From an optimization exercise on the open Yosys and OpenROAD flow, aimed at small area, a short achievable clock period and few clock cycles; shortcuts taken in it are not production practice. Only simulation tests tie the RTL to the original design; equivalence was not proved. No activity file was given, so power comes from the tool's default toggle rates.

==> run a <==
## sparse_polynomial_add_subtract
module sparse_polynomial_add_subtract (
   input  logic        clock,
   input  logic        reset,
   input  logic        req_tvalid,
   output logic        req_tready,
   input  logic [47:0] req_tdata,    
   input  logic [2:0]  req_tuser,    
   output logic        rsp_tvalid,
   input  logic        rsp_tready,
   output logic [47:0] rsp_tdata,    
   output logic [2:0]  rsp_tuser,    
   output logic        rsp_tlast
);
Settings: LEC_CHECK=0, CAP_MARGIN=20, CORE_MARGIN=2, CORE_UTILIZATION=60, SLEW_MARGIN=20; clock period 10.5 ns.
standard.sh (not shown) runs the stock make flow with config.mk's settings and CLKGATE_MAP_FILE= SYNTH_SCRIPT=/design/flow/synth_recipe.tcl, a recipe that flattens the netlist after the stock synthesis.
==> flow/flow/run.sh <==
#!/bin/bash
set -euo pipefail
bash standard.sh SETUP_SLACK_MARGIN=6.8 finish > standard.log 2>&1
==> inputs of run b, as changes to run a <==
--- a/flow/design.v
+++ b/flow/design.v
@@ -86,37 +86,41 @@
    logic                 rdy_ff;
    logic                 i_valid_ff;
    logic [2:0]           i_cmd_ff;
    logic [TW-1:0]        i_data_ff;
    logic [NW-1:0]        cnt_a_ff, cnt_b_ff;
    logic                 clr_pend_ff;       
    logic [1:0]           mode_ff;
-   logic                 neg_ff;
-   logic [NW-1:0]        ia_ff, ib_ff;      
+   logic                 neg_ff;            
    logic [NW-1:0]        pa_ff, pb_ff;      
    logic [MT-1:0]        a_sel_ff, b_sel_ff;  
    logic                 a_stale_ff, b_stale_ff;  
    logic [TW:0]          a_cur_ff, b_cur_ff;   
    logic                 any_ff;            
    logic                 p_valid_ff, p_dec_ff;
    logic [EW-1:0]        p_expo_ff;
-   logic [CW:0]          p_val_ff;
+   localparam int LW = 16;                   
+   localparam int HW = CW + 1 - LW;          
+   logic [LW-1:0]        p_lo_ff;
+   logic                 p_c_ff;
+   logic [HW-1:0]        p_h0_ff, p_h1_ff;   
    logic [2:0]           p_status_ff;
    logic                 o_valid_ff, o_last_ff;
    logic [TW-1:0]        o_data_ff;
    logic [2:0]           o_status_ff;
    logic                 s_valid_ff, s_last_ff;
    logic [TW-1:0]        s_data_ff;
    logic [2:0]           s_status_ff;
    logic                 go, idle, consume, consume_clear;
    logic                 is_add, is_sub, is_merge_cmd, is_clear;
    logic                 start, active, neg_eff;
    logic [1:0]           step_mode;
    logic [TW-1:0]        op_a, op_b;
    logic                 va0, va1, vb0, vb1;
+   logic                 va0_ff, va1_ff, vb0_ff, vb1_ff;
    logic                 za0, za1, zb0, zb1;
    logic signed [EW-1:0] ea, eb;
    logic                 a_gt, b_gt;
    logic                 cancel;
    logic                 prod, adv_a, adv_b, final_step, sel_b, sel_s;
    logic [1:0]           next_mode;
    assign go      = !s_valid_ff;
@@ -125,22 +129,22 @@
    assign is_sub       = i_cmd_ff == spa_pkg::CMD_SUB;
    assign is_clear     = i_cmd_ff == spa_pkg::CMD_CLEAR;
    assign is_merge_cmd = is_add || is_sub;
    assign consume       = go && idle && i_valid_ff && !(is_merge_cmd && (a_stale_ff || b_stale_ff));
    assign consume_clear = go && !idle && i_valid_ff && is_clear;
    assign start        = consume && is_merge_cmd && cnt_a_ff != '0 && cnt_b_ff != '0;
    assign active       = start || (go && !idle);
-   assign neg_eff      = idle ? is_sub : neg_ff;
+   assign neg_eff      = neg_ff;
    assign step_mode    = idle ? spa_pkg::MD_MERGE : mode_ff;
    assign op_a = a_cur_ff[TW-1:0];
    assign op_b = b_cur_ff[TW-1:0];
-   assign va0 = ia_ff < cnt_a_ff;
-   assign va1 = pa_ff < cnt_a_ff;
-   assign vb0 = ib_ff < cnt_b_ff;
-   assign vb1 = pb_ff < cnt_b_ff;
+   assign va0 = va0_ff;
+   assign va1 = va1_ff;
+   assign vb0 = vb0_ff;
+   assign vb1 = vb1_ff;
    assign za0 = a_cur_ff[TW];
    assign zb0 = b_cur_ff[TW];
    assign za1 = a_rd_data[TW];
    assign zb1 = b_rd_data[TW];
    assign ea   = op_a[TW-1:CW];
    assign eb   = op_b[TW-1:CW];
    assign a_gt = ea > eb;
@@ -247,32 +251,47 @@
    assign b_wr_addr = cnt_b_ff[spa_pkg::ADDR_W-1:0];
    assign wr_data   = {i_data_ff[CW-1:0] == '0, i_data_ff};
    assign a_rd_sel  = a_sel_ff;
    assign b_rd_sel  = b_sel_ff;
    logic          m_prod, m_zero, any_prev;
    logic          new_valid, new_dec;
    logic [EW-1:0] new_expo;
-   logic signed [CW:0] a_ext, b_ext, b_neg, ab_sum, new_val;
+   logic [CW:0]   a_ext, b_ext, b_inv;
+   logic [LW:0]   lo_ab, lo_b;
+   logic [LW-1:0] new_lo;
+   logic          new_c;
+   logic [HW-1:0] a_hi, bi_hi, s_hi0, s_hi1, b_hi1;
+   logic [HW-1:0] new_h0, new_h1, p_hi;
    logic          p_rel, rel_last, p_load;
    logic [TW-1:0] p_item;
    assign any_prev  = !idle && any_ff;
    assign m_prod    = active && prod;
    assign m_zero    = active && final_step && !prod && !any_prev;
    assign new_valid = m_prod || m_zero || direct;
    assign new_dec   = final_step || direct;
    assign a_ext     = {op_a[CW-1], op_a[CW-1:0]};
    assign b_ext     = {op_b[CW-1], op_b[CW-1:0]};
-   assign b_neg     = -b_ext;
-   assign ab_sum    = neg_eff ? (a_ext - b_ext) : (a_ext + b_ext);
+   assign b_inv     = neg_eff ? ~b_ext : b_ext;
+   assign lo_ab     = {1'b0, a_ext[LW-1:0]} + {1'b0, b_inv[LW-1:0]} + (LW+1)'(neg_eff);
+   assign lo_b      = {1'b0, b_inv[LW-1:0]} + (LW+1)'(neg_eff);
    assign new_expo  = !m_prod ? '0 : sel_b ? op_b[TW-1:CW] : op_a[TW-1:CW];
-   assign new_val   = !m_prod ? '0 : sel_s ? ab_sum : !sel_b ? a_ext : neg_eff ? b_neg : b_ext;
+   assign new_lo    = !m_prod ? '0 : sel_s ? lo_ab[LW-1:0] : sel_b ? lo_b[LW-1:0] : a_ext[LW-1:0];
+   assign new_c     = m_prod && (sel_s ? lo_ab[LW] : sel_b && lo_b[LW]);
+   assign a_hi      = a_ext[CW:LW];
+   assign bi_hi     = b_inv[CW:LW];
+   assign s_hi0     = a_hi + bi_hi;
+   assign s_hi1     = a_hi + bi_hi + 1'b1;
+   assign b_hi1     = bi_hi + 1'b1;
+   assign new_h0    = !m_prod ? '0 : sel_s ? s_hi0 : sel_b ? bi_hi : a_hi;
+   assign new_h1    = !m_prod ? '0 : sel_s ? s_hi1 : sel_b ? b_hi1 : a_hi;
    assign p_rel    = go && p_valid_ff && (p_dec_ff || (active && (prod || final_step)));
    assign rel_last = p_dec_ff || !prod;
    assign p_load   = new_valid;
-   assign p_item = {p_expo_ff, spa_pkg::sat32(p_val_ff)};
+   assign p_hi   = p_c_ff ? p_h1_ff : p_h0_ff;
+   assign p_item = {p_expo_ff, spa_pkg::sat32({p_hi, p_lo_ff})};
    logic          o_free;
    logic          i_valid_in, s_valid_in, o_valid_in, p_valid_in;
    logic [2:0]    i_cmd_in;
    logic [1:0]    mode_in;
    logic          merge_cmd_in, stale_in, reload;
    logic          clr_now, consume_in;
    logic [NW-1:0] cnt_a_in, cnt_b_in;
@@ -295,24 +314,22 @@
       if (reset) begin
          rdy_ff      <= 1'b1;
          i_valid_ff  <= 1'b0;
          cnt_a_ff    <= '0;
          cnt_b_ff    <= '0;
          clr_pend_ff <= 1'b0;
          mode_ff     <= spa_pkg::MD_IDLE;
-         ia_ff       <= '0;
-         ib_ff       <= '0;
-         pa_ff       <= NW'(1);
-         pb_ff       <= NW'(1);
-         a_sel_ff    <= MT'(2);
-         b_sel_ff    <= MT'(2);
          a_stale_ff  <= 1'b0;
          b_stale_ff  <= 1'b0;
          app_a_ff    <= 1'b0;
          app_b_ff    <= 1'b0;
+         va0_ff      <= 1'b0;
+         va1_ff      <= 1'b0;
+         vb0_ff      <= 1'b0;
+         vb1_ff      <= 1'b0;
          any_ff      <= 1'b0;
          p_valid_ff  <= 1'b0;
          o_valid_ff  <= 1'b0;
          s_valid_ff  <= 1'b0;
       end else begin
          rdy_ff     <= !i_valid_in || !s_valid_in &&
                        (mode_in == spa_pkg::MD_IDLE && !(merge_cmd_in && stale_in) ||
@@ -322,63 +339,77 @@
          i_valid_ff <= i_valid_in;
          mode_ff    <= mode_in;
          p_valid_ff <= p_valid_in;
          o_valid_ff <= o_valid_in;
          s_valid_ff <= s_valid_in;
          cnt_a_ff   <= cnt_a_in;
          cnt_b_ff   <= cnt_b_in;
+         if (reload) begin
+            va0_ff <= cnt_a_in != '0;
+            va1_ff <= cnt_a_in > NW'(1);
+            vb0_ff <= cnt_b_in != '0;
+            vb1_ff <= cnt_b_in > NW'(1);
+         end else if (active) begin
+            if (adv_a) begin
+               va0_ff <= va1_ff;
+               va1_ff <= ({1'b0, pa_ff} + 1'b1) < {1'b0, cnt_a_ff};
+            end
+            if (adv_b) begin
+               vb0_ff <= vb1_ff;
+               vb1_ff <= ({1'b0, pb_ff} + 1'b1) < {1'b0, cnt_b_ff};
+            end
+         end
          app_a_ff   <= consume_in && i_cmd_in == spa_pkg::CMD_APPEND_A && cnt_a_in != NW'(MT);
          app_b_ff   <= consume_in && i_cmd_in == spa_pkg::CMD_APPEND_B && cnt_b_in != NW'(MT);
          clr_pend_ff <= (clr_pend_ff || consume_clear) && !(active && final_step);
          if (active) begin
             any_ff <= !final_step && (any_prev || prod);
-            if (final_step) begin
-               ia_ff     <= '0;
-               ib_ff     <= '0;
-               pa_ff     <= NW'(1);
-               pb_ff     <= NW'(1);
-               a_sel_ff  <= MT'(2);
-               b_sel_ff  <= MT'(2);
-            end else begin
-               if (adv_a) begin
-                  ia_ff     <= ia_ff + 1'b1;
-                  pa_ff     <= pa_ff + 1'b1;
-                  a_sel_ff  <= a_sel_ff << 1;
-               end
-               if (adv_b) begin
-                  ib_ff     <= ib_ff + 1'b1;
-                  pb_ff     <= pb_ff + 1'b1;
-                  b_sel_ff  <= b_sel_ff << 1;
-               end
-            end
          end
       end
    end
    always_ff @(posedge clock) begin
+      if (reload) begin
+         pa_ff    <= NW'(1);
+         pb_ff    <= NW'(1);
+         a_sel_ff <= MT'(2);
+         b_sel_ff <= MT'(2);
+      end else if (active) begin
+         if (adv_a) begin
+            pa_ff    <= pa_ff + 1'b1;
+            a_sel_ff <= a_sel_ff << 1;
+         end
+         if (adv_b) begin
+            pb_ff    <= pb_ff + 1'b1;
+            b_sel_ff <= b_sel_ff << 1;
+         end
+      end
       if (rdy_ff) begin
          i_cmd_ff  <= req_command;
          i_data_ff <= req_term;
       end
-      if (start) begin
-         neg_ff <= is_sub;
+      if (reset || mode_in == spa_pkg::MD_IDLE) begin
+         neg_ff <= i_cmd_in == spa_pkg::CMD_SUB;
       end
       if (reload) begin
          a_cur_ff <= a_word0;
          b_cur_ff <= b_word0;
       end else begin
          if (active && adv_a) begin
             a_cur_ff <= a_rd_data;
          end
          if (active && adv_b) begin
             b_cur_ff <= b_rd_data;
          end
       end
       if (p_load) begin
          p_expo_ff   <= new_expo;
-         p_val_ff    <= new_val;
+         p_lo_ff     <= new_lo;
+         p_c_ff      <= new_c;
+         p_h0_ff     <= new_h0;
+         p_h1_ff     <= new_h1;
          p_status_ff <= direct ? direct_status : spa_pkg::STATUS_OK;
          p_dec_ff    <= new_dec;
       end
       if (o_free) begin
          if (s_valid_ff) begin
             o_data_ff   <= s_data_ff;
             o_status_ff <= s_status_ff;
==> flow/flow/run.sh (replaced) <==
#!/bin/bash
set -euo pipefail
bash standard.sh SETUP_SLACK_MARGIN=7.0 finish > standard.log 2>&1
--- a/flow/config.mk
+++ b/flow/config.mk
@@ -4,8 +4,10 @@
 export VERILOG_FILES = /design/flow/design.v
 export SDC_FILE = /design/flow/constraint.sdc
 export NUM_CORES = 4
 export LEC_CHECK = 0
 export CAP_MARGIN = 20
 export CORE_MARGIN = 2
 export CORE_UTILIZATION = 60
+export CTS_CLUSTER_DIAMETER = 60
+export CTS_CLUSTER_SIZE = 20
 export SLEW_MARGIN = 20
==> summary of the runs <==
Against run b, the worst hold slack of run a is better by 0.0037 ns. Run a produced a clean layout. Run b went through all stages and came out clean. Non-clock buffer count: run a is lower than run b (18). Count of clock-buffer cells in the layout: run a is higher than run b (81). Between run a and run b, the lower area after synthesis is in run b (gap about 0.8%, measured against run b). Sequential share of layout area: run a is lower than run b (1.3 points). Via count: run b is lower than run a (4.4%). Against run a, the sequential power of run b is larger by about 20%. Final cell count: run b is lower than run a (about 6.6%).
Testbench counts of run a, summed over its fixed seeds: cycles 29,326.
Testbench counts of run b, summed over its fixed seeds: cycles 29,326.

==> static timing again, ports no longer ideal <==
How much do the figures lean on ideal ports? The routed layouts below were timed once more, with nothing changed but the port constraints.
Step 1, drivers: a clkbuf_16 drives clock and a buf_2 each remaining input, both assumed.
Step 2 moves the port delays by t, midway between the first and last clock arrival at a register: inputs arrive t later, outputs are due t later. That takes back most of the time a late clock gives input paths.
Three values: no drivers, after step 1, after step 2; two values: the first two.
run | shift t [ns] | slack for setup (ns) | worst setup path at the end
run a | 0.897 | 6.735 / 6.705 / 6.161 | input to register
run b | 0.853 | 6.826 / 6.826 / 6.328 | input to register
After both steps every run listed still meets setup and hold. The setup slack of run a, which loses most, moves by -0.030 ns with the drivers and by -0.574 ns with both steps.
